Background: an optimization exercise with open tools, aiming at small area, a short achievable clock period and few clock cycles. Do not read the settings as production practice.
Where RTL was checked, it was by simulation tests only, not by an equivalence proof against the original.
No activity file was given, so power comes from the tool's default toggle rates.

run a:
## keyword_source_lexer
module keyword_source_lexer #(
   parameter int MAX_TEXT_LEN = 65536
) (
   input  wire logic         clock,
   input  wire logic         reset,
   input  wire logic         req_valid,
   output logic             req_stall,
   input  wire logic [8:0]   req_data,
   output logic             rsp_valid,
   input  wire logic         rsp_stall,
   output logic [45:0]      rsp_data,
   input  wire logic         csr_we,
   input  wire logic [16:0]  csr_wdata
);
   logic         room;
   logic         push;
   logic [45:0]  push_w;
   ksl_front u_front (
      .clock     (clock),
      .reset     (reset),
      .req_valid (req_valid),
      .req_stall (req_stall),
      .req_data  (req_data),
      .csr_we    (csr_we),
      .csr_wdata (csr_wdata),
      .room      (room),
      .last_index(rsp_data[39:24]),
      .push      (push),
      .push_w    (push_w)
   );
   ksl_tokq u_tokq (
      .clock     (clock),
      .reset     (reset),
      .push      (push),
      .push_w    (push_w),
      .room      (room),
      .rsp_valid (rsp_valid),
      .rsp_stall (rsp_stall),
      .rsp_data  (rsp_data)
   );
endmodule
clock: 8.5 ns
lec_check: 0
abc_area: 1
cap_margin: 20
core_margin: 2
core_utilization: 40
cts_buf_list: sky130_fd_sc_hd__clkbuf_8
setup_slack_margin: 5
slew_margin: 20
standard.sh (not shown) runs the stock make flow with config.mk's settings and CLKGATE_MAP_FILE= SYNTH_SCRIPT=/design/flow/synth_recipe.tcl, a recipe that flattens the netlist after the stock synthesis.
==> flow/flow/run.sh <==
#!/bin/bash
# The standard layout, with the smallest buffer on each port instead of the
# default delay-cell buffer; repair still resizes port buffers where timing needs it
set -euo pipefail
export BUFFER_PORTS_ARGS="-buffer_cell sky130_fd_sc_hd__buf_1"
bash standard.sh finish > standard_finish.log 2>&1
Run a: PASS, flow complete, no timing, DRC or antenna violations
[inputs] run b vs run a
--- a/flow/design.v
+++ b/flow/design.v
@@ -708,47 +708,52 @@
          cc <= class_code(src[8:1]);
       end
       if (!req_stall) begin
          b_data <= req_data;
       end
    end
-   logic  flag_en;
-   assign flag_en = push || (csr_we && !in_v && !b_v) || reset;
    always_comb begin
-      if (in_v && emit && w_end) begin
+      zero_in = zero_ff;
+      ovf_in  = ovf_ff;
+      near_in = near_ff;
+      far_in  = far_ff;
+      if (push && w_end) begin
          zero_in = 1'b1;
          ovf_in  = csr_we ? w_cap0 : (cap4_ff == 16'hfffc);
          near_in = csr_we ? w_cap1 : (cap4_ff == 16'hfffd);
          far_in  = csr_we ? w_cap2 : (cap4_ff == 16'hfffe);
-      end else if (in_v && emit) begin
+      end else if (push) begin
          zero_in = 1'b0;
          ovf_in  = near_ff;
          near_in = far_ff;
          far_in  = zero_ff ? (cap4_ff == 16'hffff) : (last_index == cap4_ff);
-      end else begin
-         zero_in = zero_ff;
+      end else if (csr_we && !in_v && !b_v) begin
          ovf_in  = w_cap0;
          near_in = w_cap1;
          far_in  = w_cap2;
       end
    end
    always_ff @(posedge clock) begin
-      if (step || reset) begin
-         mode_ff <= mode_in & {3{!reset}};
-         pos_ff  <= pos_in & {17{!reset}};
-      end
-      if (flag_en) begin
-         zero_ff <= zero_in || reset;
-         ovf_ff  <= ovf_in && !reset;
-         near_ff <= near_in && !reset;
-         far_ff  <= far_in && !reset;
-      end
       if (reset) begin
+         mode_ff <= LM_IDLE;
+         pos_ff  <= '0;
+         zero_ff <= 1'b1;
+         ovf_ff  <= 1'b0;
+         near_ff <= 1'b0;
+         far_ff  <= 1'b0;
          cap4_ff <= 16'd1019;
-      end else if (csr_we) begin
-         cap4_ff <= cap4_w;
+      end else begin
+         if (csr_we) cap4_ff <= cap4_w;
+         zero_ff <= zero_in;
+         ovf_ff  <= ovf_in;
+         near_ff <= near_in;
+         far_ff  <= far_in;
+         if (step) begin
+            mode_ff <= mode_in;
+            pos_ff  <= pos_in;
+         end
       end
    end
    always_ff @(posedge clock) begin
       if (step) begin
          pend_ff  <= pend_in;
          star_ff  <= star_in;
--- outcome ---
- Run b | stages: all done | timing, DRC, antenna: all pass
- Status: final standard cell utilization of the core parity (run b, run a)
- Relative to run a, fraction of standard cell area in multi-input logic has gone down in run b.
- Run b against run a; cell count is down by a few percent.
- Worst setup slack before clock tree synthesis, run b and run a: lower on run a
- Count of cells resized by post-cts repair sits lower in run b than in run a.
- Compare run b and run a | average detailed-routed wire length per instance higher: run a
- Relative to run a, final critical-path required period has decreased by 49 ps in run b.
- Maximum frequency was lower in run a than in run b.
Testbench counts of run b, summed over its fixed seeds: cycles 148,692.
Function not checked in run a: the RTL went through the layout flow alone.

* * *

RTL: one of the versions met above, not the one the previous note started from.
Size in the first run: about 150 flip-flops, about 11,000 µm² of cells after synthesis.
export LEC_CHECK = 0
export ABC_AREA = 1
export CAP_MARGIN = 20
export CORE_MARGIN = 2
export CORE_UTILIZATION = 40
export CTS_BUF_LIST = sky130_fd_sc_hd__clkbuf_8
export SLEW_MARGIN = 20
create_clock -name core_clock -period 8.5 [get_ports {clock}]
==> flow/flow/run.sh <==
#!/bin/bash
# The standard layout, with the smallest buffer on each port instead of the
# default delay-cell buffer, and timing repair aiming 5.75 ns below the clock period
set -euo pipefail
export BUFFER_PORTS_ARGS="-buffer_cell sky130_fd_sc_hd__buf_1"
export SETUP_SLACK_MARGIN=5.75
bash standard.sh finish > standard_finish.log 2>&1
Testbench counts at the start, summed over its fixed seeds: cycles 148,692.
Next try:
--- a/flow/design.v
+++ b/flow/design.v
@@ -639,15 +639,15 @@
                w_kind  = c_kind;
                w_start = pos_ff[15:0];
                w_len   = 6'd1;
             end
          end
       end
       w_last = !split;
-      step   = in_v && room;
+      step   = in_v && (room || !emit);
       take   = step && !split;
       push   = in_v && emit && room;
    end
    assign push_w    = {w_kind, cnt, w_start, w_len, w_ovf, w_last};
    logic  tok_cont;
    assign tok_cont = ((mode_ff == LM_IDENT) && cl[CL_WORD]) || ((mode_ff == LM_NUMBER) && cl[CL_DIGIT]) ||
                      ((mode_ff == LM_STRING) && !cl[CL_QUOTE]);
After rerunning:
- hold slack gains 44 ps
- worst setup slack loses 15 ps
- sequential power went down by 5.1%
- design area went up by about 3.2%
- routed wire length went up by about 6%
Testbench counts after the change, summed over its fixed seeds: cycles 146,983.

* * *

Another version of the RTL of keyword_source_lexer (not shown whole).
Size: ~150 flip-flops, ~79 I/O pins.
==> flow/config.mk <==
export PLATFORM = sky130hd
export DESIGN_NAME = keyword_source_lexer
export DESIGN_NICKNAME = keyword_source_lexer
export VERILOG_FILES = /design/flow/design.v
export SDC_FILE = /design/flow/constraint.sdc
export NUM_CORES = 4
export LEC_CHECK = 0
export ABC_AREA = 1
export CAP_MARGIN = 20
export CORE_MARGIN = 2
export CORE_UTILIZATION = 40
export CTS_BUF_LIST = sky130_fd_sc_hd__clkbuf_8
export SETUP_SLACK_MARGIN = 5
export SLEW_MARGIN = 20
==> flow/constraint.sdc <==
create_clock -name core_clock -period 8.5 [get_ports {clock}]
set_input_delay 1.7000 -clock core_clock [delete_from_list [all_inputs] [get_ports {clock}]]
set_output_delay 1.7000 -clock core_clock [all_outputs]
set_load 0.01 [all_outputs]
==> flow/flow/run.sh <==
#!/bin/bash
# The standard layout, with the smallest buffer on each port instead of the
# default delay-cell buffer; repair still resizes port buffers where timing needs it
set -euo pipefail
export BUFFER_PORTS_ARGS="-buffer_cell sky130_fd_sc_hd__buf_1"
bash standard.sh finish > standard_finish.log 2>&1
Then changed:
--- a/flow/design.v
+++ b/flow/design.v
@@ -637,19 +637,19 @@
             end else if (cl[CL_OP]) begin
                emit    = 1'b1;
                w_kind  = c_kind;
                w_start = pos_ff[15:0];
                w_len   = 6'd1;
             end
          end
       end
       w_last = !split;
-      step   = in_v && (room || !emit);
+      step   = in_v && room;
       take   = step && !split;
       push   = in_v && emit && room;
    end
    assign push_w    = {w_kind, cnt, w_start, w_len, w_ovf, w_last};
    logic  tok_cont;
    assign tok_cont = ((mode_ff == LM_IDENT) && cl[CL_WORD]) || ((mode_ff == LM_NUMBER) && cl[CL_DIGIT]) ||
                      ((mode_ff == LM_STRING) && !cl[CL_QUOTE]);
    always_comb begin
       pend_in  = c_pend;
@@ -670,34 +670,48 @@
       end
       if (pos_ff[16]) begin
          pend_in  = pend_ff;
          start_in = start_ff;
          len_in   = len_ff;
          kw_in    = kw_ff;
          kwe_in   = kwe_ff;
       end
    end
+   logic  in_v_in, b_v_in, eot_in, stall_ff;
    assign load_a    = !in_v || take;
    assign src       = b_v ? b_data : req_data;
-   assign req_stall = b_v || (in_v && eot);
+   assign req_stall = stall_ff;
+   always_comb begin
+      in_v_in = in_v;
+      b_v_in  = b_v;
+      eot_in  = eot;
+      if (load_a) begin
+         in_v_in = b_v || (req_valid && !req_stall);
+         b_v_in  = 1'b0;
+         eot_in  = src[0];
+      end else if (req_valid && !req_stall) begin
+         b_v_in  = 1'b1;
+      end
+   end
    always_ff @(posedge clock) begin
       if (reset) begin
-         in_v <= 1'b0;
-         b_v  <= 1'b0;
-      end else if (load_a) begin
-         in_v <= b_v || (req_valid && !req_stall);
-         b_v  <= 1'b0;
-      end else if (req_valid && !req_stall) begin
-         b_v  <= 1'b1;
+         in_v     <= 1'b0;
+         b_v      <= 1'b0;
+         stall_ff <= 1'b0;
+      end else begin
+         in_v     <= in_v_in;
+         b_v      <= b_v_in;
+         stall_ff <= b_v_in || (in_v_in && eot_in);
       end
+      eot <= eot_in;
       if (load_a) begin
-         {c, eot} <= src;
-         cc       <= class_code(src[8:1]);
+         c  <= src[8:1];
+         cc <= class_code(src[8:1]);
       end
       if (!req_stall) begin
          b_data <= req_data;
       end
    end
    always_comb begin
       zero_in = zero_ff;
       ovf_in  = ovf_ff;
       near_in = near_ff;
@@ -713,36 +727,34 @@
          near_in = far_ff;
          far_in  = zero_ff ? (cap4_ff == 16'hffff) : (last_index == cap4_ff);
       end else if (csr_we && !in_v && !b_v) begin
          ovf_in  = w_cap0;
          near_in = w_cap1;
          far_in  = w_cap2;
       end
    end
    always_ff @(posedge clock) begin
+      if (step || reset) begin
+         mode_ff <= mode_in & {3{!reset}};
+         pos_ff  <= pos_in & {17{!reset}};
+      end
       if (reset) begin
-         mode_ff <= LM_IDLE;
-         pos_ff  <= '0;
          zero_ff <= 1'b1;
          ovf_ff  <= 1'b0;
          near_ff <= 1'b0;
          far_ff  <= 1'b0;
          cap4_ff <= 16'd1019;
       end else begin
          if (csr_we) cap4_ff <= cap4_w;
          zero_ff <= zero_in;
          ovf_ff  <= ovf_in;
          near_ff <= near_in;
          far_ff  <= far_in;
-         if (step) begin
-            mode_ff <= mode_in;
-            pos_ff  <= pos_in;
-         end
       end
    end
    always_ff @(posedge clock) begin
       if (step) begin
          pend_ff  <= pend_in;
          star_ff  <= star_in;
          start_ff <= start_in;
          len_ff   <= len_in;
          kw_ff    <= kw_in;
@@ -768,19 +780,23 @@
    assign rsp_data  = w_ff;
    assign room      = !v_ff || !rsp_stall;
    always_ff @(posedge clock) begin
       if (reset) begin
          v_ff <= 1'b0;
       end else if (room) begin
          v_ff <= push;
       end
       if (push) begin
-         w_ff <= push_w;
+         w_ff[39:24] <= push_w[39:24];
+      end
+      if (room) begin
+         w_ff[45:40] <= push_w[45:40];
+         w_ff[23:0]  <= push_w[23:0];
       end
    end
 endmodule
 `default_nettype wire
 `default_nettype none
 module keyword_source_lexer #(
    parameter int MAX_TEXT_LEN = 65536
 ) (
    input  wire logic         clock,
Cell area shrinks slightly.
Setup slack is worse by 0.031 ns.
Area after synthesis shrinks by a few percent.
Sequential power grows by about a fifth.
Hold slack barely changes.
Wire length shrinks by roughly a tenth.
Combinational power grows by well over a third.
Critical path depth shrinks by 3.
Cell count shrinks by a few percent.
Via count shrinks by a few percent.
Fmax shrinks slightly.
Register-to-register slack is better by 0.05 ns.
Count of clock-buffer cells in the layout grows by 2.
Total power grows by a quarter to a third.
No functional check of the RTL was part of any run of this note.

[separate check: timing with driven ports]
In the flow no input, the clock included, has a driving cell. The finished layouts below were timed again as built, in two steps.
Step 1, drivers: a clkbuf_16 drives clock and a buf_2 each remaining input, both assumed.
Step 2 moves the port delays by t, midway between the first and last clock arrival at a register: inputs arrive t later, outputs are due t later. That takes back most of the time a late clock gives input paths.
Three values: ideal, step 1, step 2; two values: the first two.
run | shift t [ns] | setup WS [ns] | clock arrival spread, ns
run a | 0.490 | 5.169 / 5.190 / 4.700 | 0.023 / 0.024
run b | 0.483 | 5.218 / 5.238 / 4.755 | 0.018 / 0.018
the first run of note 2 | 0.488 | 5.758 / 5.716 / 5.309 | 0.022 / 0.022
the second run of note 2 | 0.494 | 5.742 / 5.735 / 5.269 | 0.015 / 0.015
the first run of note 3 | 0.498 | 5.121 / 5.139 / 4.641 | 0.030 / 0.030
the second run of note 3 | 0.493 | 5.090 / 5.096 / 4.603 | 0.016 / 0.016
After both steps every run listed still meets setup and hold. The setup slack of the second run of note 3, which loses most, moves by +0.006 ns with the drivers and by -0.487 ns with both steps.
